This is an optimization exercise on Yosys and OpenROAD, whose aim is small area, not a production implementation.
The RTL was checked by simulation tests, not by an equivalence proof against the original design.

==> flow/design.v (outline; a module is shown in full before it is edited, if it fits) <==
// module shmt_padd: 51 lines
// module shmt_sxadd: 24 lines
// module shmt_mul: 726 lines
// module shmt_t1_lut: 71 lines
// module shmt_t2_lut: 23 lines
// module shmt_rot_lut: 39 lines
// module shmt_rdec: 98 lines
// module sliding_mode_heading_tracker: 324 lines
module sliding_mode_heading_tracker (
	input  logic        clk,
	input  logic        arst_n,
	input  logic        start,
	output logic        busy,
	input  shmt_pkg::in_word_t    pose,
	output logic        result_valid,
	output shmt_pkg::out_word_t   result,
	input  logic        cfg_we,
	input  logic [1:0]  cfg_idx,
	input  logic [14:0] cfg_data
);
  // ...
==> flow/run.sh <==
#!/bin/bash
# synth_recipe.tcl (not shown) runs the flow's synth.tcl, then flattens the netlist and writes it again
# the make line also repeats each setting of config.mk as NAME=value (left out here)
make -C /OpenROAD-flow-scripts/flow DESIGN_CONFIG=/design/flow/config.mk WORK_HOME=/design/flow/orfs CLKGATE_MAP_FILE= SYNTH_SCRIPT=/design/flow/synth_recipe.tcl finish
==> flow/config.mk <==
export PLATFORM = sky130hd
export DESIGN_NAME = sliding_mode_heading_tracker
export DESIGN_NICKNAME = sliding_mode_heading_tracker
export VERILOG_FILES = /design/flow/design.v
export SDC_FILE = /design/flow/constraint.sdc
export NUM_CORES = 4
export LEC_CHECK = 0
export CAP_MARGIN = 20
export CORE_MARGIN = 2
export CORE_UTILIZATION = 60
export CTS_BUF_LIST = sky130_fd_sc_hd__clkbuf_4 sky130_fd_sc_hd__clkbuf_8
export PLACE_DENSITY = 0.75
export SLEW_MARGIN = 20
==> flow/constraint.sdc <==
create_clock -name core_clock -period 10.0 [get_ports {clk}]
set_input_delay 2.0000 -clock core_clock [delete_from_list [all_inputs] [get_ports {clk}]]
set_output_delay 2.0000 -clock core_clock [all_outputs]
set_load 0.01 [all_outputs]
==> impl_metrics.env, run 1 <==
export IMPL_postPlaceCellArea_um2=123000
export IMPL_gr_usage_met1=0.410
export IMPL_met2_usage=0.533
export IMPL_synth_seq_cells=1222
export IMPL_grt_overflow=0
export IMPL_start_kind="register"
export IMPL_ctsHoldBuffers=0
export IMPL_nets=15900
export IMPL_start_util=0.605
export IMPL_tns_ps=0
export IMPL_detailed_place_hpwl_um=258000
export IMPL_avgSynthCellArea_um2=8.58
export IMPL_holdPathStages=0
export IMPL_min_from="g_vec[12].g_r.dq[10]$_DFF_P_"
export IMPL_wirelength_um=320000
export IMPL_m1WireLength_um=141000
export IMPL_required_ps=10820
export IMPL_design_area_um2=128000
export IMPL_clk_insertion_delay_late_ps=1000
export IMPL_synth_edf_count=0
export IMPL_critical_path_top_delay_family="compound AO/OA/AOI/OAI gates"
export IMPL_r2r_end="r_s[11]$_DFF_P_"
export IMPL_outcome="no timing/DRC/antenna violations"
export IMPL_cts_root_buffer="clkbuf_8"
export IMPL_synth_compound_area_frac=0.164
export IMPL_cts_setup_buffers=0
export IMPL_grt_pass1_wl_um=513000
export IMPL_yosys_area_share_simple=0.139
export IMPL_clock_fmax_ghz=0.106
export IMPL_nMultiInputCombCells=10700
export IMPL_cts_buffers=203
export IMPL_die_area_um2=198000
export IMPL_synthMuxAreaShare=0.0384
export IMPL_grt_max_degree=128
export IMPL_cap_violations=0
export IMPL_fin_util=0.665
==> run 2: changes to the inputs <==
--- a/flow/config.mk
+++ b/flow/config.mk
@@ -11,2 +11,3 @@
 export CTS_BUF_LIST = sky130_fd_sc_hd__clkbuf_4 sky130_fd_sc_hd__clkbuf_8
+export GPL_TIMING_DRIVEN = 0
 export PLACE_DENSITY = 0.75
==> impl_metrics.env, run 2 <==
export IMPL_outcome="no timing/DRC/antenna violations"
export IMPL_syn_inst=13600
export IMPL_synthDistinctLibCells=132
export IMPL_vias_per_cell=6.05
export IMPL_synth_seq_cells=1222
export IMPL_critPathMaxStageDelay_ps=1070
export IMPL_cts_sinks=1222
export IMPL_yosysWarningCount=38
export IMPL_dr_total_vias=101000
export IMPL_synthFlopType="dfxtp_1"
export IMPL_cts_path_max_buffers=3
export IMPL_core_area_um2=193000
export IMPL_hold_viol=0
export IMPL_wirelength_um=362000
export IMPL_drv_slew=0
export IMPL_r2r_start="c_x[21]$_DFF_P_"
export IMPL_drc=0
export IMPL_fp_row_count=161
export IMPL_dr_pass1_iters=9
export IMPL_cts_buffers=197
export IMPL_cts_clk_slew_worst_paths_ps=70
export IMPL_r2r_end="result[29]$_SDFF_PP0_"
export IMPL_async_flop_share=0.0622
export IMPL_clk_insertion_delay_late_ps=1010
export IMPL_worst_pin_slew_ps=1250
export IMPL_cp_arrival_ps=10700
export IMPL_period_needed_ps=9860
export IMPL_htree_levels=4
export IMPL_gr_usage_all_layers=0.355
export IMPL_rsz0062_at_grt="true"
export IMPL_place_congestion=0.991
export IMPL_start_kind="register"
export IMPL_setup_violations=0
export IMPL_fillers=16000
export IMPL_critPathMaxFanout=10
export IMPL_fp_dieH_um=445
export IMPL_final_cells=16700
export IMPL_cts_tree="yes"
export IMPL_detailed_place_hpwl_um=291000
export IMPL_design_area_um2=128000
export IMPL_antenna_found_initial=22
export IMPL_min_from="g_rot[9].g_r.aq[2]$_DFF_P_"
export IMPL_grt_pass1_wl_um=560000
export IMPL_final_common_cell="xnor2_1"
export IMPL_synth_edf_count=0
export IMPL_clock_fmax_ghz=0.101
export IMPL_placed_cells=16300
export IMPL_postPlaceCellArea_um2=122000
export IMPL_dp_slack_ps=-3010
export IMPL_ctsHoldBuffers=0
export IMPL_grt_overflow=0
export IMPL_timing_final_crit_share=0.986
export IMPL_start_util=0.605
export IMPL_min_to="g_rot[12].g_r.aq[2]$_DFF_P_"
export IMPL_avgSynthCellArea_um2=8.58
export IMPL_areaGrowthSynthToFinish_pct=9.34
export IMPL_die_x_um=445
export IMPL_grt_max_degree=61
export IMPL_fin_ws_ps=144
export IMPL_slowest_stage="a2111oi_1"
export IMPL_drt_iter0_drc=7639
export IMPL_synth_largest_area_cell="dfxtp_1"
export IMPL_port_buffers=196
export IMPL_crit_start="c_x[21]$_DFF_P_"
export IMPL_die_area_um2=198000
export IMPL_cp_end_kind="register"
export IMPL_maxSlewHeadroom=0.167
export IMPL_crit_top_cell="fa_1"
export IMPL_cts_root_buffer="clkbuf_8"
export IMPL_drive_gt1_frac=0.0770
export IMPL_reg2regPathDepth=28
export IMPL_holdPathStages=0
export IMPL_critical_path_class="reg -> reg"
export IMPL_synth_cell_area_um2=117000
export IMPL_fin_skew_ps=72.3
export IMPL_grt_pass1_vias=101000
export IMPL_nets=16100
export IMPL_num_io_pins=198
export IMPL_ys_seq_area_frac=0.213
export IMPL_netlist_top_cells_count="1,697 x xnor2_1, 1,598 x ha_1, 1,211 x inv_1"
export IMPL_largest_reg_flops=221
export IMPL_top_register="g_vec.g_r.xq"
export IMPL_ant_nets=0
export IMPL_tns_ps=0
export IMPL_rrSetupSlack_ps=140
export IMPL_final_cell_mix="1,679 x xnor2_1, 1,596 x ha_1, 1,208 x inv_1"
export IMPL_netlist_area_leader_share=0.197
export IMPL_route_detailed_wl_per_inst_um=21.7
export IMPL_cap_violations=0
export IMPL_yosysMostFrequentCell="xnor2_1"
export IMPL_hold_class="reg -> reg"
export IMPL_largestRegisters="g_vec.g_r.xq x221, g_vec.g_r.yq x167, g_vec.g_r.sq x124"
export IMPL_netlist_top_cells_area="dfxtp_1 20%, ha_1 17%, xnor2_1 13%"
export IMPL_required_ps=10840
-- run 2: worst max path at each step --
stage / slack [ps] / to / depth (start not counted)
6_report: 140 / result[29]$_SDFF_PP0_ / 28
5_1_grt: -110 / r_s[11]$_DFF_P_ / 38
4_1_cts: 5 / g_r0.yq[32]$_DFF_P_ / 42
3_5_place_dp: -3010 / g_r0.yq[32]$_DFF_P_ / 40
3_3_place_gp: -2730 / g_r0.yq[32]$_DFF_P_ / 40
2_1_floorplan: 110 / g_r0.yq[32]$_DFF_P_ / 39
-- run 2: area by class of cell --
| type | instances | area, um^2 | area share |
|---|---|---|---|
| Multi-Input combinational cell | 10700 | 86500 | 0.678 |
| Buffer | 407 | 1680 | 0.0132 |
| Inverter | 1226 | 4620 | 0.0362 |
| Clock buffer | 280 | 3570 | 0.0279 |
| Sequential cell | 1222 | 24900 | 0.195 |
| Tap cell | 2526 | 3160 | 0.0248 |
| Clock inverter | 79 | 892 | 0.00699 |
| Timing Repair Buffer | 235 | 2270 | 0.0178 |
| Antenna cell | 14 | 35.0 | 0.000275 |
-- run 2: through the flow --
| step | util | hold WS [ps] |
|---|---|---|
| floorplan | - | 310 |
| global placement | 0.631 | 310 |
| detailed placement | 0.632 | 312 |
| CTS | 0.657 | 307 |
| global route | 0.661 | 322 |
| finish | 0.661 | 293 |
-- run 2: metal layers --
layer / share of wire / GRT usage / vias up
li1: - / - / 48000
met2: 0.45 / 0.585 / 4020
met5: 0.00015 / 0 / -
met4: 0.053 / 0.170 / 8
met1: 0.43 / 0.456 / 48100
met3: 0.070 / 0.0530 / 1093
-- run 2: timing repair --
action / in CTS / in global routing
gates resized for setup: 89 / 154
pin swaps: 3 / 15
cloned: 0 / 0
buffers inserted: 8 / 29
endpoints found under the setup margin: 133 / 183
endpoints found under the hold margin: 0 / 0
-- run 2: logic make-up after synthesis --
family	after synthesis	synth area share
simple gates	3334	0.139
compound gates	2850	0.164
xor+xnor	2250	0.170
fa+ha+maj	1896	0.222
buf+inv	1643	0.0534
flops	1222	0.213
mux	404	0.0384
other cells	2	0.0000643
-- run 2: worst max-delay path, delay by kind of cell (launching register included) --
| kind | cells | cell delay [ps] |
|---|---|---|
| AO/OA/AOI/OAI | 11 | 3860 |
| XOR/XNOR | 1 | 260 |
| buffers and inverters | 4 | 1410 |
| AND/OR/NAND/NOR | 6 | 1410 |
| adder cells (fa/ha/maj) | 6 | 2340 |
| flip-flops | 1 | 410 |
==> run 3: changes to the inputs <==
--- a/flow/config.mk
+++ b/flow/config.mk
@@ -7,3 +7,3 @@
 export LEC_CHECK = 0
-export CAP_MARGIN = 20
+export CAP_MARGIN = 10
 export CORE_MARGIN = 2
@@ -13,2 +13,2 @@
 export PLACE_DENSITY = 0.75
-export SLEW_MARGIN = 20
+export SLEW_MARGIN = 10
==> impl_metrics.env, run 3 <==
export IMPL_dr_total_vias=101000
export IMPL_grt_max_degree=62
export IMPL_period_needed_ps=9750
export IMPL_antenna_found_initial=20
export IMPL_detailed_place_hpwl_um=291000
export IMPL_cap_violations=0
export IMPL_final_common_cell="xnor2_1"
export IMPL_worst_pin_slew_ps=1300
export IMPL_fp_row_count=161
export IMPL_port_buffers=196
export IMPL_tns_ps=0
export IMPL_design_area_um2=128000
export IMPL_cts_root_buffer="clkbuf_8"
export IMPL_fin_util=0.661
export IMPL_synth_edf_count=0
export IMPL_cts_sinks=1222
export IMPL_ant_nets=0
export IMPL_start_util=0.605
export IMPL_areaGrowthSynthToFinish_pct=9.37
export IMPL_drive_gt1_frac=0.0772
export IMPL_synthDistinctLibCells=132
export IMPL_grt_pass1_vias=101000
export IMPL_wirelength_um=361000
export IMPL_route_detailed_wl_per_inst_um=21.6
export IMPL_syn_inst=13600
export IMPL_synth_largest_area_cell="dfxtp_1"
export IMPL_cts_clk_slew_worst_paths_ps=60
export IMPL_fin_skew_ps=62.5
export IMPL_synthFlopType="dfxtp_1"
export IMPL_cts_tree="yes"
export IMPL_postPlaceCellArea_um2=122000
export IMPL_hold_class="reg -> reg"
export IMPL_final_cell_mix="1,680 x xnor2_1, 1,596 x ha_1, 1,208 x inv_1"
export IMPL_num_io_pins=198
export IMPL_cp_end_kind="register"
export IMPL_largest_reg_flops=221
export IMPL_die_area_um2=198000
export IMPL_timing_final_crit_share=0.975
export IMPL_synth_seq_cells=1222
export IMPL_ys_seq_area_frac=0.213
export IMPL_async_flop_share=0.0622
export IMPL_largestRegisters="g_vec.g_r.xq x221, g_vec.g_r.yq x167, g_vec.g_r.sq x124"
export IMPL_die_x_um=445
export IMPL_fp_dieH_um=445
export IMPL_core_area_um2=193000
export IMPL_cts_buffers=200
export IMPL_maxSlewHeadroom=0.136
export IMPL_nets=16100
export IMPL_rsz0062_at_grt="true"
export IMPL_netlist_top_cells_count="1,697 x xnor2_1, 1,598 x ha_1, 1,211 x inv_1"
export IMPL_yosysWarningCount=38
export IMPL_fillers=16000
export IMPL_cp_arrival_ps=10590
export IMPL_regArea_um2=24900
export IMPL_start_kind="register"
export IMPL_multi_input_area_um2=86400
export IMPL_critical_path_class="reg -> reg"
export IMPL_drv_slew=0
export IMPL_netlist_area_leader_share=0.197
export IMPL_grt_overflow=0
export IMPL_clock_fmax_ghz=0.103
export IMPL_dr_pass1_iters=9
export IMPL_place_congestion=0.991
export IMPL_setup_violations=0
export IMPL_vias_per_cell=6.02
export IMPL_top_register="g_vec.g_r.xq"
export IMPL_outcome="no timing/DRC/antenna violations"
export IMPL_drc=0
export IMPL_critPathMaxFanout=11
export IMPL_netlist_top_cells_area="dfxtp_1 20%, ha_1 17%, xnor2_1 13%"
export IMPL_clk_insertion_delay_late_ps=980
export IMPL_yosysMostFrequentCell="xnor2_1"
export IMPL_hold_viol=0
export IMPL_htree_levels=4
export IMPL_grt_pass1_wl_um=559000
export IMPL_synth_cell_area_um2=117000
export IMPL_drt_iter0_drc=7716
export IMPL_required_ps=10840
export IMPL_avgSynthCellArea_um2=8.58
export IMPL_cts_path_max_buffers=3
export IMPL_gr_usage_all_layers=0.355
run 3: changes by cell type in the layout (fill, tap and decap cells not counted), moves of 3 or more:
cell / change
clkinv_4: +3
buf_4: -5
clkbuf_8: +7
clkinv_2: +6
clkbuf_2: -3
mux2i_2: +3
clkinvlp_4: -10
run 3: area by class of cell:
type                    instances  area share
diodes                         16    0.000314
plain buffers                 408      0.0132
inverters                    1226      0.0361
flip-flops and latches       1222       0.195
repair buffers                231      0.0176
clock buffers                 285      0.0286
clock inverters                82     0.00733
multi-input cells           10700       0.677
well taps                    2526      0.0248
run 3: final timing paths:
path                            slack [ps]                           to                   startpoint  cells past startpoint
worst max-delay path                   250        result[29]$_SDFF_PP0_     max_lin_q[7]$_DFFE_PN0P_                     27
worst min-delay path                   280  g_rot[9].g_r.sq[12]$_DFF_P_  g_rot[6].g_r.sq[12]$_DFF_P_                      0
worst max register to register         250        result[29]$_SDFF_PP0_     max_lin_q[7]$_DFFE_PN0P_                     27
worst min register to register         280  g_rot[9].g_r.sq[12]$_DFF_P_  g_rot[6].g_r.sq[12]$_DFF_P_                      0
max in group asynchronous             8450   max_turn_q[12]$_DFFE_PN1P_                       arst_n                      2
min in group asynchronous              910            g_r0.vq$_DFF_PN0_                       arst_n                      1
run 3: layer usage:
metal	vias up	GRT usage	wire, um
li1	48000	-	-
met1	47900	0.455	155000
met2	3852	0.582	163000
met3	1019	0.0511	23800
met4	10	0.178	19400
met5	-	0	67
run 3: logic make-up (layout without fill, tap and decap cells):
| family | after synthesis | count (layout) | share of synthesized area |
|---|---|---|---|
| other cells | 2 | 23 | 0.0000643 |
| compound gates | 2850 | 2850 | 0.164 |
| simple gates | 3334 | 3334 | 0.139 |
| mux | 404 | 404 | 0.0384 |
| buf+inv | 1643 | 2232 | 0.0534 |
| fa+ha+maj | 1896 | 1896 | 0.222 |
| flops | 1222 | 1222 | 0.213 |
| xor+xnor | 2250 | 2250 | 0.170 |
run 3: worst max-delay path, stage by stage, from the launching register on:
cell and delay [ps]:
dfrtp_1 380, clkbuf_1 860, clkbuf_1 1030, a22oi_1 230
nor2_1 230, fa_1 480, fa_1 400, inv_1 80
fa_1 410, inv_1 90, fa_1 420, ha_1 300
a21o_1 190, a21o_1 170, a2111oi_1 1040, nand2_1 140
o21ai_0 340, nor3_1 130, nor2_1 120, o21ai_1 290
a211oi_1 520, o31ai_1 220, o41a_1 410, a21o_1 200
a21o_1 180, fa_1 370, xnor2_1 260, nor2_1 80
run 3: repair_timing:
item | CTS | global route
setup buffers | 9 | 25
cloned | 0 | 0
pin swaps | 3 | 17
hold buffers | 0 | 0
resized for setup | 91 | 155
setup endpoints to repair | 134 | 187
run 3: per-stage QoR:
stage	hold slack (ps)	setup slack [ps]	instances
after global routing	281	-93.1	16700
after floorplan	310	108	13600
after global placement	310	-2730	16300
after detailed placement	312	-2980	16300
final	277	246	16700
after CTS	265	-31.4	16700
==> run 4: changes to the inputs <==
--- a/flow/config.mk
+++ b/flow/config.mk
@@ -7,8 +7,9 @@
 export LEC_CHECK = 0
-export CAP_MARGIN = 10
+export CAP_MARGIN = 20
 export CORE_MARGIN = 2
 export CORE_UTILIZATION = 60
-export CTS_BUF_LIST = sky130_fd_sc_hd__clkbuf_4 sky130_fd_sc_hd__clkbuf_8
-export GPL_TIMING_DRIVEN = 0
+export CTS_BUF_LIST = sky130_fd_sc_hd__clkbuf_8 sky130_fd_sc_hd__clkbuf_16
+export CTS_CLUSTER_DIAMETER = 80
+export CTS_CLUSTER_SIZE = 30
 export PLACE_DENSITY = 0.75
-export SLEW_MARGIN = 10
+export SLEW_MARGIN = 20
==> impl_metrics.env, run 4 <==
export IMPL_outcome="no timing/DRC/antenna violations"
export IMPL_yosysWarningCount=38
export IMPL_cts_path_max_buffers=3
export IMPL_netlist_top_cells_count="1,697 x xnor2_1, 1,598 x ha_1, 1,211 x inv_1"
export IMPL_worst_pin_slew_ps=1080
export IMPL_final_common_cell="xnor2_1"
export IMPL_syn_inst=13600
export IMPL_gr_usage_all_layers=0.313
export IMPL_final_cell_mix="1,686 x xnor2_1, 1,598 x ha_1, 1,214 x inv_1"
export IMPL_place_congestion=0.946
export IMPL_synth_largest_area_cell="dfxtp_1"
export IMPL_drc=0
export IMPL_grt_overflow=0
export IMPL_finalHoldWorstSlack_ps=300
export IMPL_critical_path_class="reg -> reg"
export IMPL_die_area_um2=198000
export IMPL_htree_levels=3
export IMPL_required_ps=10670
export IMPL_slowest_stage="or4b_1"
export IMPL_grt_pass1_wl_um=508000
export IMPL_cap_violations=0
export IMPL_areaGrowthSynthToFinish_pct=7.96
export IMPL_hold_viol=0
export IMPL_antenna_found_initial=10
export IMPL_route_detailed_wl_per_inst_um=19.4
export IMPL_largest_reg_flops=221
export IMPL_fp_row_count=161
export IMPL_num_io_pins=198
export IMPL_cp_num_buf_inv=2
export IMPL_synth_edf_count=0
export IMPL_synth_cell_area_um2=117000
export IMPL_critPathMaxFanout=6
export IMPL_die_x_um=445
export IMPL_fin_ws_ps=486
export IMPL_largestRegisters="g_vec.g_r.xq x221, g_vec.g_r.yq x167, g_vec.g_r.sq x124"
export IMPL_cts_clk_slew_worst_paths_ps=100
export IMPL_vias_per_cell=5.92
export IMPL_synthFlopType="dfxtp_1"
export IMPL_critPathMaxStageDelay_ps=510
export IMPL_drive_gt1_frac=0.0716
export IMPL_drv_slew=0
export IMPL_fp_dieH_um=445
export IMPL_nets=15800
export IMPL_grt_max_degree=128
export IMPL_critical_path_top_delay_family="compound AO/OA/AOI/OAI gates"
export IMPL_drt_iter0_drc=7256
export IMPL_ys_seq_area_frac=0.213
export IMPL_dr_total_vias=96900
export IMPL_cts_root_buffer="clkbuf_16"
export IMPL_regArea_um2=24900
export IMPL_crit_top_cell="ha_1"
export IMPL_grt_pass1_vias=97100
export IMPL_cp_end_kind="register"
export IMPL_hold_class="reg -> reg"
export IMPL_fin_skew_ps=69.1
export IMPL_clock_fmax_ghz=0.105
export IMPL_start_kind="register"
export IMPL_ctsHoldBuffers=0
export IMPL_netlist_area_leader_share=0.197
export IMPL_avgSynthCellArea_um2=8.58
export IMPL_clk_insertion_delay_late_ps=780
export IMPL_cp_arrival_ps=10180
export IMPL_wirelength_um=317000
export IMPL_dr_pass1_iters=8
export IMPL_cts_buffers=78
export IMPL_dp_slack_ps=-435
export IMPL_synth_seq_cells=1222
export IMPL_top_register="g_vec.g_r.xq"
export IMPL_core_area_um2=193000
export IMPL_detailed_place_hpwl_um=258000
export IMPL_synthDistinctLibCells=132
export IMPL_cts_sinks=1222
export IMPL_start_util=0.605
export IMPL_setup_violations=0
export IMPL_timing_final_crit_share=0.951
export IMPL_ant_nets=0
export IMPL_multi_input_area_um2=86100
export IMPL_async_flop_share=0.0622
export IMPL_netlist_top_cells_area="dfxtp_1 20%, ha_1 17%, xnor2_1 13%"
export IMPL_period_needed_ps=9510
export IMPL_fillers=16100
export IMPL_maxSlewHeadroom=0.277
export IMPL_rrSetupSlack_ps=490
export IMPL_cts_tree="yes"
export IMPL_port_buffers=196
export IMPL_yosysMostFrequentCell="xnor2_1"
-- run 4: changes by cell type in the layout (fill, tap and decap cells not counted), sizes merged --
cell,previous run,this run
buf,125,292
inv,1228,1247
diode,16,6
clkinv,54,36
bufinv,14,1
clkinvlp,12,5
clkbuf,603,79
clkdlybuf4s15,1,0
-- run 4: metal layers --
| layer | vias up | part of all wire | global-route usage |
|---|---|---|---|
| li1 | 47300 | - | - |
| met2 | 3054 | 0.46 | 0.530 |
| met1 | 45800 | 0.44 | 0.411 |
| met4 | 2 | 0.038 | 0.112 |
| met3 | 662 | 0.057 | 0.0341 |
| met5 | - | 0.000038 | 0 |
-- run 4: cell type report --
type	instances	share of cell area
Antenna cell	6	0.000119
Clock buffer	79	0.0156
Clock inverter	63	0.00813
Inverter	1226	0.0365
Multi-Input combinational cell	10700	0.684
Sequential cell	1222	0.197
Tap cell	2526	0.0251
Timing Repair Buffer	487	0.0336
-- run 4: worst reg2reg max path: cells and delay by family, from the launching register on --
family,cells,cell delay (ps)
AOI/OAI and AO/OA,16,4170
and+or+nand+nor,12,2590
adders and majority gates,4,1230
xor gates and xnor gates,4,720
DFF,1,470
buffers and inverters,2,270
-- run 4: kinds of logic after synthesis --
group | share of synthesized area
AOI/OAI and AO/OA | 0.164
xor gates and xnor gates | 0.170
adders and majority gates | 0.222
buffers and inverters | 0.0534
DFF | 0.213
muxes | 0.0384
other | 0.0000643
and+or+nand+nor | 0.139
-- run 4: metrics by stage --
stage	TNS [ps]	utilization	cells	area [um^2]
4_1_cts	0	0.652	16300	126000
3_5_place_dp	-2930	0.636	16200	123000
2_1_floorplan	0	-	13600	117000
5_1_grt	-56.4	0.653	16300	126000
3_3_place_gp	-1440	0.636	16200	123000
6_report	0	0.653	16400	126000
-- run 4: worst paths after layout --
check	start	end	cells after the start
min in group asynchronous	arst_n	max_lin3_q[7]$_DFFE_PN0P_	1
worst max-delay path	g_rot[9].g_r.xq[10]$_DFF_P_	g_rot[12].g_r.yq[27]$_DFF_P_	38
worst min-delay path	r_ang[15]$_DFF_P_	g_rot[6].g_r.aq[15]$_DFF_P_	0
max in group asynchronous	arst_n	min_turn_q[10]$_DFFE_PN0P_	1
worst min register to register	r_ang[15]$_DFF_P_	g_rot[6].g_r.aq[15]$_DFF_P_	0
worst max register to register	g_rot[9].g_r.xq[10]$_DFF_P_	g_rot[12].g_r.yq[27]$_DFF_P_	38
-- run 4: what timing repair did --
action / in CTS / in global routing
gates resized for setup: 0 / 33
endpoints found under the hold margin: 0 / 0
buffers inserted: 0 / 3
setup endpoints to repair: 0 / 63
==> module shmt_rdec, before the edit <==
module shmt_rdec (input logic [16:0] e, output logic [15:0] s);
	logic [21:0] z4;
	logic [17:0] z8;
	logic [25:0] k4;
	logic [17:0] k8;
	logic [0:0] c0_0;
	logic [1:0] c0_1;
	logic [3:0] c0_2;
	logic [7:0] c0_3;
	logic [0:0] c1_0;
	logic [1:0] c1_1;
	logic [3:0] c1_2;
	logic [7:0] c1_3;
	assign c0_0[0] = $signed(e) >= $signed(17'h0);
	assign c0_1[0] = $signed(e) >= $signed(17'h1e6df);
	assign c0_1[1] = $signed(e) >= $signed(17'h1922);
	assign c0_2[0] = $signed(e) >= $signed(17'h1d808);
	assign c0_2[1] = $signed(e) >= $signed(17'ha4c);
	assign c0_2[2] = $signed(e) >= $signed(17'h1f5b5);
	assign c0_2[3] = $signed(e) >= $signed(17'h27f9);
	assign c0_3[0] = $signed(e) >= $signed(17'h1d031);
	assign c0_3[1] = $signed(e) >= $signed(17'h275);
	assign c0_3[2] = $signed(e) >= $signed(17'h1edde);
	assign c0_3[3] = $signed(e) >= $signed(17'h2022);
	assign c0_3[4] = $signed(e) >= $signed(17'h1dfdf);
	assign c0_3[5] = $signed(e) >= $signed(17'h1223);
	assign c0_3[6] = $signed(e) >= $signed(17'h1fd8c);
	assign c0_3[7] = $signed(e) >= $signed(17'h2fd0);
	assign c1_0[0] = $signed(z4) >= $signed(22'h0);
	assign c1_1[0] = $signed(z4) >= $signed(22'h300552);
	assign c1_1[1] = $signed(z4) >= $signed(22'hffaae);
	assign c1_2[0] = $signed(z4) >= $signed(22'h2805fd);
	assign c1_2[1] = $signed(z4) >= $signed(22'h7fb59);
	assign c1_2[2] = $signed(z4) >= $signed(22'h3804a7);
	assign c1_2[3] = $signed(z4) >= $signed(22'h17fa03);
	assign c1_3[0] = $signed(z4) >= $signed(22'h240612);
	assign c1_3[1] = $signed(z4) >= $signed(22'h3fb6e);
	assign c1_3[2] = $signed(z4) >= $signed(22'h3404bc);
	assign c1_3[3] = $signed(z4) >= $signed(22'h13fa18);
	assign c1_3[4] = $signed(z4) >= $signed(22'h2c05e8);
	assign c1_3[5] = $signed(z4) >= $signed(22'hbfb44);
	assign c1_3[6] = $signed(z4) >= $signed(22'h3c0492);
	assign c1_3[7] = $signed(z4) >= $signed(22'h1bf9ee);
	assign s[0] = c0_0[0];
	assign s[1] = c0_1[s[0]];
	assign s[2] = c0_2[s[1:0]];
	assign s[3] = c0_3[s[2:0]];
	always_comb begin
		case (s[3:0])
			4'd0: k4 = 26'h19e4e1e;
			4'd1: k4 = 26'hc2e68;
			4'd2: k4 = 26'hb0eae6;
			4'd3: k4 = 26'h31ecb30;
			4'd4: k4 = 26'h120e046;
			4'd5: k4 = 26'h38ec090;
			4'd6: k4 = 26'h337d0e;
			4'd7: k4 = 26'h2a15d58;
			4'd8: k4 = 26'h15ea2a8;
			4'd9: k4 = 26'h3cc82f2;
			4'd10: k4 = 26'h713f70;
			4'd11: k4 = 26'h2df1fba;
			4'd12: k4 = 26'he134d0;
			4'd13: k4 = 26'h34f151a;
			4'd14: k4 = 26'h3f3d198;
			4'd15: k4 = 26'h261b1e2;
			default: k4 = '0;
		endcase
	end
	assign z4 = {e[10:0], 11'd0} + k4[21:0];
	assign s[4] = c1_0[0];
	assign s[5] = c1_1[s[4]];
	assign s[6] = c1_2[s[5:4]];
	assign s[7] = c1_3[s[6:4]];
	always_comb begin
		case (s[7:4])
			4'd0: k8 = 18'h1f9eb;
			4'd1: k8 = 18'h2048f;
			4'd2: k8 = 18'h1fb41;
			4'd3: k8 = 18'h205e5;
			4'd4: k8 = 18'h1fa15;
			4'd5: k8 = 18'h204b9;
			4'd6: k8 = 18'h1fb6b;
			4'd7: k8 = 18'h2060f;
			4'd8: k8 = 18'h1f9f1;
			4'd9: k8 = 18'h20495;
			4'd10: k8 = 18'h1fb47;
			4'd11: k8 = 18'h205eb;
			4'd12: k8 = 18'h1fa1b;
			4'd13: k8 = 18'h204bf;
			4'd14: k8 = 18'h1fb71;
			4'd15: k8 = 18'h20615;
			default: k8 = '0;
		endcase
	end
	assign z8 = z4[17:0] + k8;
	assign s[8] = !z8[17];
	assign s[15:9] = {z8[10], z8[11], z8[12], z8[13], z8[14], z8[15], z8[16]};
endmodule
==> module sliding_mode_heading_tracker, before the edit <==
module sliding_mode_heading_tracker (
	input  logic        clk,
	input  logic        arst_n,
	input  logic        start,
	output logic        busy,
	input  shmt_pkg::in_word_t    pose,
	output logic        result_valid,
	output shmt_pkg::out_word_t   result,
	input  logic        cfg_we,
	input  logic [1:0]  cfg_idx,
	input  logic [14:0] cfg_data
);
	logic [14:0] max_lin_q, max_turn_q, min_turn_q;
	logic [16:0] max_lin3_q;   
	always_ff @(posedge clk or negedge arst_n) begin
		if (!arst_n) begin
			max_lin_q  <= 15'd2048;
			max_lin3_q <= 17'd6144;
			max_turn_q <= 15'd4096;
			min_turn_q <= 15'd410;
		end else if (cfg_we) begin
			case (cfg_idx)
				REG_MAX_LIN: begin
					max_lin_q  <= cfg_data;
					max_lin3_q <= {2'b0, cfg_data} + {1'b0, cfg_data, 1'b0};
				end
				REG_MAX_TURN: max_turn_q <= cfg_data;
				REG_MIN_TURN: min_turn_q <= cfg_data;
				default: ;
			endcase
		end
	end
	assign busy = 1'b0;
	logic [32:0] dx, dxm1, dy, dym1;
	logic        sx, sy, dyz, neg0;
	logic [33:0] ax, ay, x1, y1p, y1m1, u1;
	logic        s1;
	shmt_padd #(33, 1'b1) u_dx (
		.a  ({pose.target_x[31], pose.target_x}),
		.b  (~{pose.cur_x[31], pose.cur_x}),
		.ci (1'b0),
		.s  (dxm1),
		.s1 (dx)
	);
	shmt_padd #(33, 1'b1) u_dy (
		.a  ({pose.target_y[31], pose.target_y}),
		.b  (~{pose.cur_y[31], pose.cur_y}),
		.ci (1'b0),
		.s  (dym1),
		.s1 (dy)
	);
	always_comb begin
		sx  = dx[32];
		sy  = dy[32];
		dyz = (dy == '0);
		neg0 = !dyz && (sx != sy);
		ax = {1'b0, sx ? ~dxm1 : dx};
		ay = {1'b0, sy ? ~dym1 : dy};
	end
	shmt_padd #(34, 1'b1) u_x1 (.a(ax), .b(ay), .ci(1'b0), .s(x1), .s1());
	shmt_padd #(34, 1'b1) u_y1 (.a(ay), .b(~ax), .ci(1'b0), .s(y1m1), .s1(y1p));
	assign u1 = neg0 ? ~y1m1 : y1p;
	assign s1 = u1[33];
	logic [15:1][33:0] vx;
	logic [15:1][33:0] vy;   
	logic [15:1][15:0] vd;   
	logic [15:1][17:0] vs;   
	logic [15:1]       vv;   
	if (VEC_REG[0]) begin : g_r0
		logic        vq;
		logic [33:0] xq, yq;
		logic [1:0]  dq;
		logic [17:0] sq;
		always_ff @(posedge clk or negedge arst_n) begin
			if (!arst_n) vq <= 1'b0;
			else         vq <= start;
		end
		always_ff @(posedge clk) begin
			xq <= x1;
			yq <= u1;
			dq <= {s1, neg0};
			sq <= {pose.cur_heading, sx, sy};
		end
		assign vv[1] = vq;
		assign vx[1] = xq;
		assign vy[1] = yq;
		assign vd[1] = {14'd0, dq};
		assign vs[1] = sq;
	end else begin : g_c0
		assign vv[1] = start;
		assign vx[1] = x1;
		assign vy[1] = u1;
		assign vd[1] = {14'd0, s1, neg0};
		assign vs[1] = {pose.cur_heading, sx, sy};
	end
	for (genvar g = 1; g <= 14; g++) begin : g_vec
		localparam int WI = (g < 2) ? 34 : 36 - g;
		localparam int WO = (g < 1) ? 34 : 35 - g;
		logic               d, rn;
		logic [WI-1:0]      u;
		logic [WO-1:0]      r, yo, xsh;
		logic [33:0]        xo, ush;
		logic [15:0]        dn;
		if (g == 1) begin : g_u1
			assign u = vy[g][WI-1:0] ^ {WI{vd[g][g]}};
		end else begin : g_un
			assign u = vy[g][WI-1:0];
		end
		assign d   = vd[g][g];
		assign xsh = vx[g] >> g;
		assign ush = 34'(u >> g);
		shmt_padd #(WO) u_y (.a(u[WO-1:0]), .b(~xsh), .ci(1'b1), .s(r), .s1());
		assign rn = r[WO-1];
		assign yo = r ^ {WO{rn}};
		assign dn = vd[g] | (16'(d ^ rn) << (g + 1));
		if (g < 14) begin : g_x
			shmt_padd #(34) u_x (.a(vx[g]), .b(ush), .ci(d), .s(xo), .s1());
		end else begin : g_xn
			logic [15:0] x15n;
			shmt_padd #(16) u_x (.a(vx[g][15:0]), .b(16'(ush)), .ci(d), .s(x15n), .s1());
			assign xo = {17'd0, |vx[g][33:14], x15n};
		end
		if (VEC_REG[g]) begin : g_r
			logic          vq;
			logic [33:0]   xq;
			logic [WO-1:0] yq;
			logic [g+1:0]  dq;
			logic [17:0]   sq;
			always_ff @(posedge clk or negedge arst_n) begin
				if (!arst_n) vq <= 1'b0;
				else         vq <= vv[g];
			end
			always_ff @(posedge clk) begin
				xq <= xo;
				yq <= yo;
				dq <= dn[g+1:0];
				sq <= vs[g];
			end
			assign vv[g+1] = vq;
			assign vx[g+1] = xq;
			assign vy[g+1] = 34'($signed(yq));
			assign vd[g+1] = 16'(dq);
			assign vs[g+1] = sq;
		end else begin : g_c
			assign vv[g+1] = vv[g];
			assign vx[g+1] = xo;
			assign vy[g+1] = 34'($signed(yo));
			assign vd[g+1] = dn;
			assign vs[g+1] = vs[g];
		end
	end
	logic        big, near, d15;
	logic [15:0] x16n;
	logic [15:0] dall;
	logic [6:0]  u15s;
	always_comb begin
		big  = vx[15][16];
		dall = vd[15];
		d15  = dall[15];
	end
	assign u15s = 7'(vy[15][20:0] >> 15);
	shmt_padd #(16) u_x16 (.a(vx[15][15:0]), .b(16'(u15s)), .ci(d15), .s(x16n), .s1());
	assign near = !big && (x16n <= NEAR_LIM);
	logic [27:0] t1;
	logic [22:0] t2;
	logic [17:0] hb;
	logic [28:0] o1, o2, o3, cs, cc, err;
	logic signed [17:0] dq, m, e13w;
	logic signed [16:0] e13;
	logic [10:0] zl;
	logic        gt, lt;
	shmt_t1_lut u_t1 (.i({vs[15][1:0], dall[3:0]}), .o(t1));
	shmt_t2_lut u_t2 (.i(dall[7:4]), .o(t2));
	assign hb = 18'($signed({vs[15][17:2], 1'b0})) + 18'({dall[8], dall[9], dall[10], dall[11],
		dall[12], dall[13], dall[14], dall[15]});
	assign o1 = 29'($signed(t1));
	assign o2 = 29'($signed(t2));
	assign o3 = ~(29'($signed({hb, 10'd0})));
	always_comb begin
		cs = o1 ^ o2 ^ o3;
		cc = {(o1[27:0] & o2[27:0]) | (o1[27:0] & o3[27:0]) | (o2[27:0] & o3[27:0]), 1'b1};
	end
	shmt_padd #(29) u_err (.a(cs), .b(cc), .ci(1'b0), .s(err), .s1());
	always_comb begin
		gt = $signed(err) > PI_Q24;
		lt = $signed(err) < -PI_Q24;
		dq = 18'($signed(err) >>> 11);
		zl = err[10:0];
		if (gt)      m = -18'sd51471 - 18'(zl < 11'd726);
		else if (lt) m = 18'sd51472 + 18'(zl >= 11'd1322);
		else         m = 18'(zl[10]);
		e13w = dq + m;
		e13 = e13w[16:0];
	end
	logic               e_v;
	logic signed [16:0] e_e13;
	logic               e_near;
	always_ff @(posedge clk or negedge arst_n) begin
		if (!arst_n) e_v <= 1'b0;
		else         e_v <= vv[15];
	end
	always_ff @(posedge clk) begin
		e_e13  <= e13;
		e_near <= near;
	end
	logic [15:0] abs_e, wmag, mag, ang;
	logic [27:0] wprod;
	logic        cos_en, vzero;
	assign wprod = 28'(abs_e[10:0]) * 28'd141977 + 28'd16320;
	always_comb begin
		abs_e = e_e13[16] ? 16'(-e_e13) : 16'(e_e13);
		wmag  = (abs_e > BOUND_Q13) ? abs_e + 16'd4096 : 16'(wprod[27:15]);
		cos_en = abs_e <= HALF_PI_Q13;
		vzero = e_near || !cos_en;
		if (e_near) mag = '0;
		else if (17'(wmag) > 17'(max_turn_q)) mag = 16'(max_turn_q);
		else if (17'(wmag) < 17'(min_turn_q) && 17'(wmag) >= TINY_Q12) mag = 16'(min_turn_q);
		else mag = wmag;
		ang = {e_e13[16], mag[14:0]};
	end
	logic [15:0] rs;
	shmt_rdec u_rdec (.e(e_e13), .s(rs));
	logic        r_v;
	logic [15:0] r_s, r_ang;
	logic        r_vz;
	always_ff @(posedge clk or negedge arst_n) begin
		if (!arst_n) r_v <= 1'b0;
		else         r_v <= e_v;
	end
	always_ff @(posedge clk) begin
		r_s   <= rs;
		r_ang <= ang;
		r_vz  <= vzero;
	end
	logic [16:ROT_K][30:0] qx;
	logic [16:ROT_K][30:0] qy;   
	logic [16:ROT_K][15:0] qs;
	logic [16:ROT_K][15:0] qa;
	logic [16:ROT_K]       qz;
	logic [16:ROT_K]       qv;
	logic [61:0] rxy;
	shmt_rot_lut u_rot (.i(r_s[ROT_K-1:0]), .o(rxy));
	assign qx[ROT_K] = rxy[61:31];
	assign qy[ROT_K] = rxy[30:0] ^ {31{r_s[ROT_K]}};
	assign qs[ROT_K] = r_s;
	assign qa[ROT_K] = r_ang;
	assign qz[ROT_K] = r_vz;
	assign qv[ROT_K] = r_v;
	for (genvar g = ROT_K; g < 16; g++) begin : g_rot
		logic s;
		logic [30:0] xo, yo, xsh, ysh;
		assign s = qs[g][g];
		assign xsh = $signed(qx[g]) >>> g;
		assign ysh = $signed(qy[g]) >>> g;
		shmt_sxadd #(31, 31 - g) u_x (.a(qx[g]), .b(ysh[30-g:0]), .ci(s), .s(xo));
		if (g < 15) begin : g_y
			logic [30:0] r;
			shmt_sxadd #(31, 31 - g) u_y (.a(qy[g]), .b(~xsh[30-g:0]), .ci(1'b1), .s(r));
			assign yo = r ^ {31{s ^ qs[g][g+1]}};
		end else begin : g_ny
			assign yo = '0;
		end
		if (ROT_REG[g]) begin : g_r
			logic        vq, zq;
			logic [30:0] xq, yq;
			logic [15:0] sq, aq;
			always_ff @(posedge clk or negedge arst_n) begin
				if (!arst_n) vq <= 1'b0;
				else         vq <= qv[g];
			end
			always_ff @(posedge clk) begin
				xq <= xo;
				yq <= yo;
				sq <= qs[g];
				aq <= qa[g];
				zq <= qz[g];
			end
			assign qv[g+1] = vq;
			assign qx[g+1] = xq;
			assign qy[g+1] = yq;
			assign qs[g+1] = sq;
			assign qa[g+1] = aq;
			assign qz[g+1] = zq;
		end else begin : g_c
			assign qv[g+1] = qv[g];
			assign qx[g+1] = xo;
			assign qy[g+1] = yo;
			assign qs[g+1] = qs[g];
			assign qa[g+1] = qa[g];
			assign qz[g+1] = qz[g];
		end
	end
	logic        c_v;
	logic [30:0] c_x;
	logic [15:0] c_ang;
	logic        c_vz;
	always_ff @(posedge clk or negedge arst_n) begin
		if (!arst_n) c_v <= 1'b0;
		else         c_v <= qv[16];
	end
	always_ff @(posedge clk) begin
		c_x   <= qx[16];
		c_ang <= qa[16];
		c_vz  <= qz[16];
	end
	logic [30:0] cos_c;
	logic [14:0] vprod;
	logic [14:0] v_fin;
	shmt_mul u_mul (.m(max_lin_q), .m3(max_lin3_q), .c(cos_c), .v(vprod));
	always_comb begin
		if (c_x[30])                     cos_c = '0;
		else if (c_x > ONE_Q30)          cos_c = ONE_Q30;
		else                             cos_c = c_x;
		v_fin = c_vz ? 15'd0 : vprod;
	end
	always_ff @(posedge clk or negedge arst_n) begin
		if (!arst_n) result_valid <= 1'b0;
		else         result_valid <= c_v;
	end
	always_ff @(posedge clk) begin
		result.linear_cmd  <= v_fin;
		result.angular_cmd <= c_ang[15] ? -{1'b0, c_ang[14:0]} : {1'b0, c_ang[14:0]};
	end
endmodule
==> run 5: changes to the inputs <==
--- a/flow/design.v
+++ b/flow/design.v
@@ -966,7 +966,5 @@
 endmodule
-module shmt_rdec (input logic [16:0] e, output logic [15:0] s);
+module shmt_rdec (input logic [16:0] e, output logic [7:0] s, output logic [17:0] z4o);
 	logic [21:0] z4;
-	logic [17:0] z8;
 	logic [25:0] k4;
-	logic [17:0] k8;
 	logic [0:0] c0_0;
@@ -1039,4 +1037,9 @@
 	assign s[7] = c1_3[s[6:4]];
+	assign z4o = z4[17:0];
+endmodule
+module shmt_rdec8 (input logic [3:0] s47, input logic [17:0] z4, output logic [15:8] s);
+	logic [17:0] z8;
+	logic [17:0] k8;
 	always_comb begin
-		case (s[7:4])
+		case (s47)
 			4'd0: k8 = 18'h1f9eb;
@@ -1285,6 +1288,9 @@
 	end
-	logic [15:0] rs;
-	shmt_rdec u_rdec (.e(e_e13), .s(rs));
+	logic [7:0]  rs;
+	logic [17:0] rz4;
+	shmt_rdec u_rdec (.e(e_e13), .s(rs), .z4o(rz4));
 	logic        r_v;
-	logic [15:0] r_s, r_ang;
+	logic [7:0]  r_s;
+	logic [17:0] r_z4;
+	logic [15:0] r_ang;
 	logic        r_vz;
@@ -1296,2 +1302,3 @@
 		r_s   <= rs;
+		r_z4  <= rz4;
 		r_ang <= ang;
@@ -1309,3 +1316,5 @@
 	assign qy[ROT_K] = rxy[30:0] ^ {31{r_s[ROT_K]}};
-	assign qs[ROT_K] = r_s;
+	logic [15:8] rs_hi;
+	shmt_rdec8 u_rdec8 (.s47(r_s[7:4]), .z4(r_z4), .s(rs_hi));
+	assign qs[ROT_K] = {rs_hi, r_s};
 	assign qa[ROT_K] = r_ang;
==> impl_metrics.env, run 5 <==
export IMPL_outcome="no timing/DRC/antenna violations"
export IMPL_drv_slew=0
export IMPL_grt_max_degree=88
export IMPL_cap_violations=0
export IMPL_start_util=0.604
export IMPL_clk_insertion_delay_late_ps=810
export IMPL_top_register="g_vec.g_r.xq"
export IMPL_cts_clk_slew_worst_paths_ps=100
export IMPL_netlist_top_cells_count="1,666 x xnor2_1, 1,598 x ha_1, 1,229 x inv_1"
export IMPL_antenna_found_initial=38
export IMPL_synth_seq_cells=1241
export IMPL_hold_class="reg -> reg"
export IMPL_largest_reg_flops=221
export IMPL_nets=16000
export IMPL_detailed_place_hpwl_um=281000
export IMPL_tns_ps=0
export IMPL_synthFlopType="dfxtp_1"
export IMPL_drt_iter0_drc=7269
export IMPL_drive_gt1_frac=0.0831
export IMPL_reg2regPathDepth=39
export IMPL_finalHoldWorstSlack_ps=307
export IMPL_port_buffers=196
export IMPL_vias_per_cell=5.96
export IMPL_worst_pin_slew_ps=1160
export IMPL_r2r_end="g_rot[12].g_r.xq[27]$_DFF_P_"
export IMPL_grt_pass1_vias=97800
export IMPL_grt_pass1_wl_um=535000
export IMPL_largestRegisters="g_vec.g_r.xq x221, g_vec.g_r.yq x167, g_vec.g_r.sq x124"
export IMPL_num_io_pins=198
export IMPL_fin_ws_ps=286
export IMPL_crit_start="pose[112]"
export IMPL_critical_path_class="in -> reg"
export IMPL_avgSynthCellArea_um2=8.52
export IMPL_clock_fmax_ghz=0.103
export IMPL_netlist_area_leader_share=0.201
export IMPL_critPathMaxFanout=4
export IMPL_place_congestion=0.983
export IMPL_route_detailed_wl_per_inst_um=20.7
export IMPL_drc=0
export IMPL_cts_buffers=91
export IMPL_die_x_um=444
export IMPL_fp_row_count=161
export IMPL_synthDistinctLibCells=103
export IMPL_fillers=16000
export IMPL_ys_seq_area_frac=0.217
export IMPL_cts_sinks=1241
export IMPL_grt_overflow=0
export IMPL_rrSetupSlack_ps=420
export IMPL_fp_dieH_um=444
export IMPL_synth_largest_area_cell="dfxtp_1"
export IMPL_syn_inst=13600
export IMPL_fin_skew_ps=53.0
export IMPL_cts_root_buffer="clkbuf_16"
export IMPL_cts_path_max_buffers=3
export IMPL_cp_end_kind="register"
export IMPL_period_needed_ps=9710
export IMPL_yosysWarningCount=39
export IMPL_start_kind="input port"
export IMPL_slowest_stage="o41a_4"
export IMPL_regArea_um2=25200
export IMPL_async_flop_share=0.0612
export IMPL_die_area_um2=197000
export IMPL_areaGrowthSynthToFinish_pct=9.62
export IMPL_dr_pass1_iters=9
export IMPL_synth_edf_count=0
export IMPL_netlist_top_cells_area="dfxtp_1 20%, ha_1 17%, xnor2_1 13%"
export IMPL_r2r_start="g_rot[9].g_r.yq[10]$_DFF_P_"
export IMPL_final_cell_mix="1,649 x xnor2_1, 1,598 x ha_1, 1,228 x inv_1"
export IMPL_ant_nets=0
export IMPL_cp_arrival_ps=10420
export IMPL_maxSlewHeadroom=0.223
export IMPL_min_to="g_vec[12].g_r.sq[15]$_DFF_P_"
export IMPL_hold_viol=0
export IMPL_setup_violations=0
export IMPL_multi_input_area_um2=85500
export IMPL_wirelength_um=343000
export IMPL_required_ps=10710
export IMPL_critPathMaxStageDelay_ps=520
export IMPL_final_common_cell="xnor2_1"
export IMPL_htree_levels=3
export IMPL_cts_tree="yes"
export IMPL_gr_usage_all_layers=0.338
export IMPL_timing_final_crit_share=0.971
export IMPL_yosysMostFrequentCell="xnor2_1"
export IMPL_dr_total_vias=98700
export IMPL_core_area_um2=193000
export IMPL_min_from="g_vec[10].g_r.sq[15]$_DFF_P_"
export IMPL_holdPathStages=0
export IMPL_dp_slack_ps=-1300
export IMPL_synth_cell_area_um2=116000
==> run 5: cell types whose count changed after synthesis, sizes merged, moves of 27 or more <==
cell / previous run / this run
nor2: 1080 / 1180
o21a: 268 / 295
or3: 111 / 81
nor3: 372 / 403
xnor2: 1704 / 1670
mux2i: 126 / 93
nor4: 44 / 73
==> run 5: final cells by class <==
class                   instances  share of cell area
repair buffers                613              0.0404
flip-flops and latches       1241               0.198
clock inverters                76              0.0113
well taps                    2526              0.0248
multi-input cells           10700               0.670
diodes                         32            0.000628
clock buffers                  93              0.0181
inverters                    1239              0.0365
==> run 5: worst max-delay path by stage <==
stage | end | slack (ps)
CTS | g_r0.yq[32]$_DFF_P_ | 20
finish | g_r0.yq[32]$_DFF_P_ | 290
global placement | g_r0.yq[32]$_DFF_P_ | -1110
global route | g_r0.yq[30]$_DFF_P_ | -130
floorplan | g_r0.yq[32]$_DFF_P_ | 60
detailed placement | g_r0.yq[32]$_DFF_P_ | -1300
==> run 5: per-layer routing <==
layer | wire (um) | GRT usage | part of all wire | vias to the layer above
li1 | - | - | - | 47600
met1 | 142000 | 0.418 | 0.41 | 46800
met5 | 151 | 0 | 0.00044 | -
met2 | 159000 | 0.568 | 0.46 | 3450
met3 | 24900 | 0.0629 | 0.073 | 839
met4 | 17000 | 0.159 | 0.050 | 22
==> run 5: metrics by stage <==
stage / instances / area [um^2] / utilization
after CTS: 16500 / 127000 / 0.660
after global placement: 16400 / 123000 / 0.640
final: 16600 / 127000 / 0.662
after detailed placement: 16400 / 123000 / 0.640
after floorplan: 13700 / 116000 / -
after global routing: 16600 / 127000 / 0.662
==> run 5: kinds of logic after synthesis <==
family                   Yosys count  share of synthesized area
AND/OR/NAND/NOR                 3488                      0.145
other                              2                  0.0000646
AO/OA/AOI/OAI                   2771                      0.158
XOR/XNOR                        2215                      0.167
buffers and inverters           1665                     0.0540
flip-flops                      1241                      0.217
adder cells (fa/ha/maj)         1895                      0.223
multiplexers                     372                     0.0352
==> run 5: what timing repair did <==
item	CTS	global route
setup buffers	0	11
endpoints found under the setup margin	4	86
hold endpoints to repair	0	0
pin swaps	0	23
resized for setup	5	55
hold buffers	0	0
==> run 5: worst max-delay path: cells and delay by family <==
kind | cells | cell delay [ps]
fa+ha+maj | 4 | 1190
simple gates | 3 | 560
buf+inv | 4 | 760
mux | 2 | 470
compound gates | 25 | 5420

-- afterwards: timing with drivers on the ports --
No port has a modelled driver above. Below, the same layouts with a new extraction and two added sets of constraints.
Step 1 (the two cells are an assumption about what drives the block):
set clk [get_ports {clk}]
set_driving_cell -lib_cell sky130_fd_sc_hd__clkbuf_16 $clk
set_driving_cell -lib_cell sky130_fd_sc_hd__buf_2 [delete_from_list [all_inputs] $clk]
Step 2, shift: input delay + t, output delay - t, t = (earliest + latest rising clock arrival at the registers) / 2. This alone moves slack from input paths to output paths.
Slacks: no drivers / after step 1 / after step 2; pairs: no drivers / after step 1.
run | shift t [ns] | slack for setup (ns) | worst hold slack (ns) | worst data-port slew with drivers (ns)
run 1 | 1.052 | 0.543 / 0.543 / -0.444 | 0.304 / 0.304 / 0.304 | 0.09
run 2 | 1.070 | 0.144 / 0.144 / -0.633 | 0.293 / 0.293 / 0.293 | 0.12
run 3 | 1.057 | 0.246 / 0.246 / -0.687 | 0.277 / 0.277 / 0.277 | 0.14
run 4 | 0.839 | 0.486 / 0.486 / -0.256 | 0.300 / 0.300 / 0.300 | 0.10
run 5 | 0.872 | 0.286 / 0.357 / -0.515 | 0.307 / 0.307 / 0.307 | 0.17
With both steps, setup timing fails in every run listed, where it was met with ideal ports. For run 1, which loses most, drivers alone change the setup slack by 0.000 ns; drivers and shift together by -0.987 ns.
